What follows belongs to an exercise in optimizing a design on an open flow for small area; a production flow would make more cautious choices. Only simulation tests tie the RTL to the original design; equivalence was not proved. No activity file was given, so power comes from the tool's default toggle rates.

## lane 1
// bomber_top
module bomber_top
(
	input  logic        clk,
	input  logic        rst,
	input  logic [11:0] paddr_i,
	input  logic        psel_i,
	input  logic        penable_i,
	input  logic        pwrite_i,
	input  logic [31:0] pwdata_i,
	output logic [31:0] prdata_o,
	output logic        pready_o,
	output logic        pslverr_o
);
Size in the first run: ~1300 cells after synthesis, roughly 160 flip-flops, ~83 I/O pins, about 11000 µm² of cells after synthesis.
clock: 12.0 ns
lec_check: 0
abc_area: 1
cap_margin: 5
core_margin: 2
core_utilization: 30
cts_buf_list: sky130_fd_sc_hd__clkbuf_8
gpl_timing_driven: 0
slew_margin: 5
standard.sh (not shown) runs the stock make flow with config.mk's settings and CLKGATE_MAP_FILE= SYNTH_SCRIPT=/design/flow/synth_recipe.tcl, a recipe that flattens the netlist after the stock synthesis.
==> flow/flow/run.sh <==
#!/bin/bash
set -euo pipefail
here=$(pwd)
{
	head -n 1 synth_recipe.tcl
	cat <<EOT
proc extract_fa {args} { }
proc abc {args} {
  set i [lsearch \$args -script]
  if {\$i >= 0} { set args [lreplace \$args \$i [expr {\$i + 1}] -script $here/flow/area.abc] }
  yosys abc {*}\$args
}
EOT
	tail -n +2 synth_recipe.tcl
} > area_synth.tcl
sed "s#SYNTH_SCRIPT=[^ ]*#SYNTH_SCRIPT=$here/area_synth.tcl#" standard.sh > area_standard.sh
grep -q "SYNTH_SCRIPT=$here/area_synth.tcl" area_standard.sh
export BUFFER_PORTS_ARGS="-buffer_cell sky130_fd_sc_hd__buf_1"
export CTS_ARGS="-sink_clustering_enable -repair_clock_nets -buf_list sky130_fd_sc_hd__clkbuf_8 -dont_use_dummy_load"
bash area_standard.sh > flow.log 2>&1
==> flow/flow/area.abc <==
strash
&get -n
&fraig -x
&put
scorr
dc2
strash
&get -n
&deepsyn -T 120
&put
strash
&get -n
&dch -f
&nf -R 1000 -p
&put
strash
&get -n
&dch -f
&nf -R 1000 -p
&put
strash
&get -n
&dch -f
&nf -R 1000 -p
&put
Lane 1 | status: complete | timing, DRC, antenna: pass
Relative to lane 1, the following input files were edited for lane 2:
- GPL_TIMING_DRIVEN no longer set, was 0
--- a/flow/flow/run.sh
+++ b/flow/flow/run.sh
@@ -4,10 +4,30 @@
 {
 	head -n 1 synth_recipe.tcl
-	cat <<EOT
+	echo "set abc_scripts [list $(ls $here/flow/area*.abc | tr '\n' ' ')]"
+	cat <<'EOT'
 proc extract_fa {args} { }
 proc abc {args} {
-  set i [lsearch \$args -script]
-  if {\$i >= 0} { set args [lreplace \$args \$i [expr {\$i + 1}] -script $here/flow/area.abc] }
-  yosys abc {*}\$args
+  global abc_scripts
+  set i [lsearch $args -script]
+  design -save pre_abc
+  set best_area -1
+  set best_s ""
+  foreach s $abc_scripts {
+    design -load pre_abc
+    set a $args
+    if {$i >= 0} { set a [lreplace $a $i [expr {$i + 1}] -script $s] }
+    yosys abc {*}$a
+    set out [tee -q -s result.string stat -liberty [lindex $::env(LIB_FILES) 0]]
+    set area 0
+    regexp {Chip area for module [^:]*: ([0-9.]+)} $out -> area
+    puts "abc script $s: area $area"
+    if {$best_area < 0 || $area < $best_area} {
+      set best_area $area
+      set best_s $s
+      design -save best_abc
+    }
+  }
+  puts "abc: best script $best_s, area $best_area"
+  design -load best_abc
 }
 EOT
==> flow/flow/area0.abc (new file) <==
strash
&get -n
&fraig -x
&put
scorr
dc2
dretime
strash
&get -n
&dch -f
&nf -R 1000 -p
&put
strash
&get -n
&dch -f
&nf -R 1000 -p
&put
==> flow/flow/area1.abc (new file) <==
strash
&get -n
&fraig -x
&put
scorr
dc2
strash
&get -n
&deepsyn -T 300 -S 17
&put
strash
&get -n
&dch -f
&nf -R 1000 -p
&put
strash
&get -n
&dch -f
&nf -R 1000 -p
&put
strash
&get -n
&dch -f
&nf -R 1000 -p
&put
==> flow/flow/area2.abc (new file) <==
strash
&get -n
&fraig -x
&put
scorr
dc2
strash
&get -n
&deepsyn -T 300 -S 34
&put
strash
&get -n
&dch -f
&nf -R 1000 -p
&put
strash
&get -n
&dch -f
&nf -R 1000 -p
&put
strash
&get -n
&dch -f
&nf -R 1000 -p
&put
==> flow/flow/area3.abc (new file) <==
strash
&get -n
&fraig -x
&put
scorr
dc2
strash
&get -n
&deepsyn -T 300 -S 51
&put
strash
&get -n
&dch -f
&nf -R 1000 -p
&put
strash
&get -n
&dch -f
&nf -R 1000 -p
&put
strash
&get -n
&dch -f
&nf -R 1000 -p
&put
==> flow/flow/area4.abc (new file) <==
strash
&get -n
&fraig -x
&put
scorr
dc2
strash
&get -n
&deepsyn -T 300 -S 68
&put
strash
&get -n
&dch -f
&nf -R 1000 -p
&put
strash
&get -n
&dch -f
&nf -R 1000 -p
&put
strash
&get -n
&dch -f
&nf -R 1000 -p
&put
removed: flow/flow/area.abc
Notes after the runs:
- Re total stage count of the critical path: lane 2 and lane 1 aren't equal, and the higher value belongs to lane 2.
- Xor-xnor portion of the synthesized cell area, lane 2 and lane 1, higher one = lane 2.
- For lane 1, the source of the critical timing path was paddr_i[8], unlike lane 2, where it was paddr_i[7].
- Delta (lane 2 minus lane 1): synthesized area saw a decrease; number of antenna violations at the first check in global routing saw a decrease.
- Going from lane 1 to lane 2, first-iteration detailed-routing DRC count now smaller, maximum frequency now larger.
- Delta (lane 2 minus lane 1): combinational cell power rose 16%, post-layout minimum cycle time fell 230 ps, largest driver fanout on the critical path fell 5.
[inputs] lane 3 vs lane 2
==> flow/flow/run.sh <==
#!/bin/bash
set -euo pipefail
here=$(pwd)
{
	head -n 1 synth_recipe.tcl
	cat <<EOT
proc extract_fa {args} { }
proc abc {args} {
  set i [lsearch \$args -script]
  if {\$i >= 0} { set args [lreplace \$args \$i [expr {\$i + 1}] -script $here/flow/area.abc] }
  yosys abc {*}\$args
}
EOT
	tail -n +2 synth_recipe.tcl
} > area_synth.tcl
sed "s#SYNTH_SCRIPT=[^ ]*#SYNTH_SCRIPT=$here/area_synth.tcl#" standard.sh > area_standard.sh
grep -q "SYNTH_SCRIPT=$here/area_synth.tcl" area_standard.sh
export BUFFER_PORTS_ARGS="-buffer_cell sky130_fd_sc_hd__buf_1"
export CTS_ARGS="-repair_clock_nets -buf_list sky130_fd_sc_hd__clkbuf_8 -dont_use_dummy_load"
bash area_standard.sh > flow.log 2>&1
==> flow/flow/area.abc (new file) <==
strash
&get -n
&fraig -x
&put
scorr
dc2
strash
&get -n
&deepsyn -T 120
&put
strash
&get -n
&dch -f
&nf -R 1000 -p
&put
strash
&get -n
&dch -f
&nf -R 1000 -p
&put
strash
&get -n
&dch -f
&nf -R 1000 -p
&put
removed: flow/flow/area0.abc
removed: flow/flow/area1.abc
removed: flow/flow/area2.abc
removed: flow/flow/area3.abc
removed: flow/flow/area4.abc
Findings:
- Global-route met1 utilization is higher on lane 3
- Core utilization of the finished layout: lane 3 vs lane 2 — no meaningful difference
- After detailed routing, lane 2 needs less wire than lane 3.
- Lane 2 and lane 3 ended up with nearly the same final period utilization.
- Count of non-CTS buffers in the layout delta for lane 3 relative to lane 2: 3 lower
- Summary — combinational fraction of design power, lane 3 relative to lane 2: lower, by 9.4 points.
- Comparing lane 2 and lane 3, the lower sequential share of the synthesized area is on lane 3.
- Sort lane 2 and lane 3 by first-iteration DRC count, ascending, and lane 2 comes first.
- Lane 3 vs. lane 2: proportion of power drawn by the clock network saw an increase, area of the mapped netlist saw an increase.
> inputs changed (lane 3 -> lane 4)
--- a/flow/flow/run.sh
+++ b/flow/flow/run.sh
@@ -17,4 +17,4 @@
 grep -q "SYNTH_SCRIPT=$here/area_synth.tcl" area_standard.sh
 export BUFFER_PORTS_ARGS="-buffer_cell sky130_fd_sc_hd__buf_1"
-export CTS_ARGS="-repair_clock_nets -buf_list sky130_fd_sc_hd__clkbuf_8 -dont_use_dummy_load"
+export CTS_ARGS="-sink_clustering_enable -repair_clock_nets -buf_list sky130_fd_sc_hd__clkbuf_8 -dont_use_dummy_load"
 bash area_standard.sh > flow.log 2>&1
Notes after the runs:
Lane 4 -> lane 3: number of multi-input combinational cells in the layout flat. The overall track demand over capacity in global routing of lane 4 falls short of that of lane 3 by 0.60 points. Summary — critical path depth, lane 4 relative to lane 3: higher, by 4. The multi-input logic portion of the cell area of lane 4 falls short of that of lane 3 by 0.17 points. From lane 3 to lane 4, H-tree depth did not move at all. Between lane 3 and lane 4, internal reg-to-reg setup slack is lower for lane 4, lane 3 comes in above that. On initial core utilization, lane 3 tracks lane 4 almost exactly. Lane 4 completed end to end with timing, DRC and antenna clean. Between lane 3 and lane 4, routability congestion estimate is lower for lane 3, lane 4 comes in above that.

-- static timing again, ports no longer ideal --
How much do the figures lean on ideal ports? The routed layouts below were timed once more, with nothing changed but the port constraints.
Step 1, drivers: a clkbuf_16 drives clk and a buf_2 each remaining input, both assumed.
Step 2 adds t to the input delays and takes it off the output delays; t is the mean of the earliest and latest rising clock arrival at the registers after step 1. Input paths then give back, and output paths get back, about the clock's delay inside the block.
Slacks: ideal / step 1 / step 2; pairs: ideal / step 1.
| run | t, ns | slack for setup (ns) | worst setup path at the end | pins driven straight from the clock port |
|---|---|---|---|---|
| lane 1 | 0.504 | 2.240 / 2.220 / 2.220 | input to output | 1 |
| lane 2 | 0.496 | 2.465 / 2.436 / 2.436 | input to output | 1 |
| lane 3 | 0.506 | 2.482 / 2.460 / 2.460 | input to output | 1 |
| lane 4 | 0.508 | 2.131 / 2.111 / 2.111 | input to output | 1 |
After both steps every run listed still meets setup and hold. The setup slack of lane 2, which loses most, moves by -0.029 ns with the drivers and by -0.029 ns with both steps.
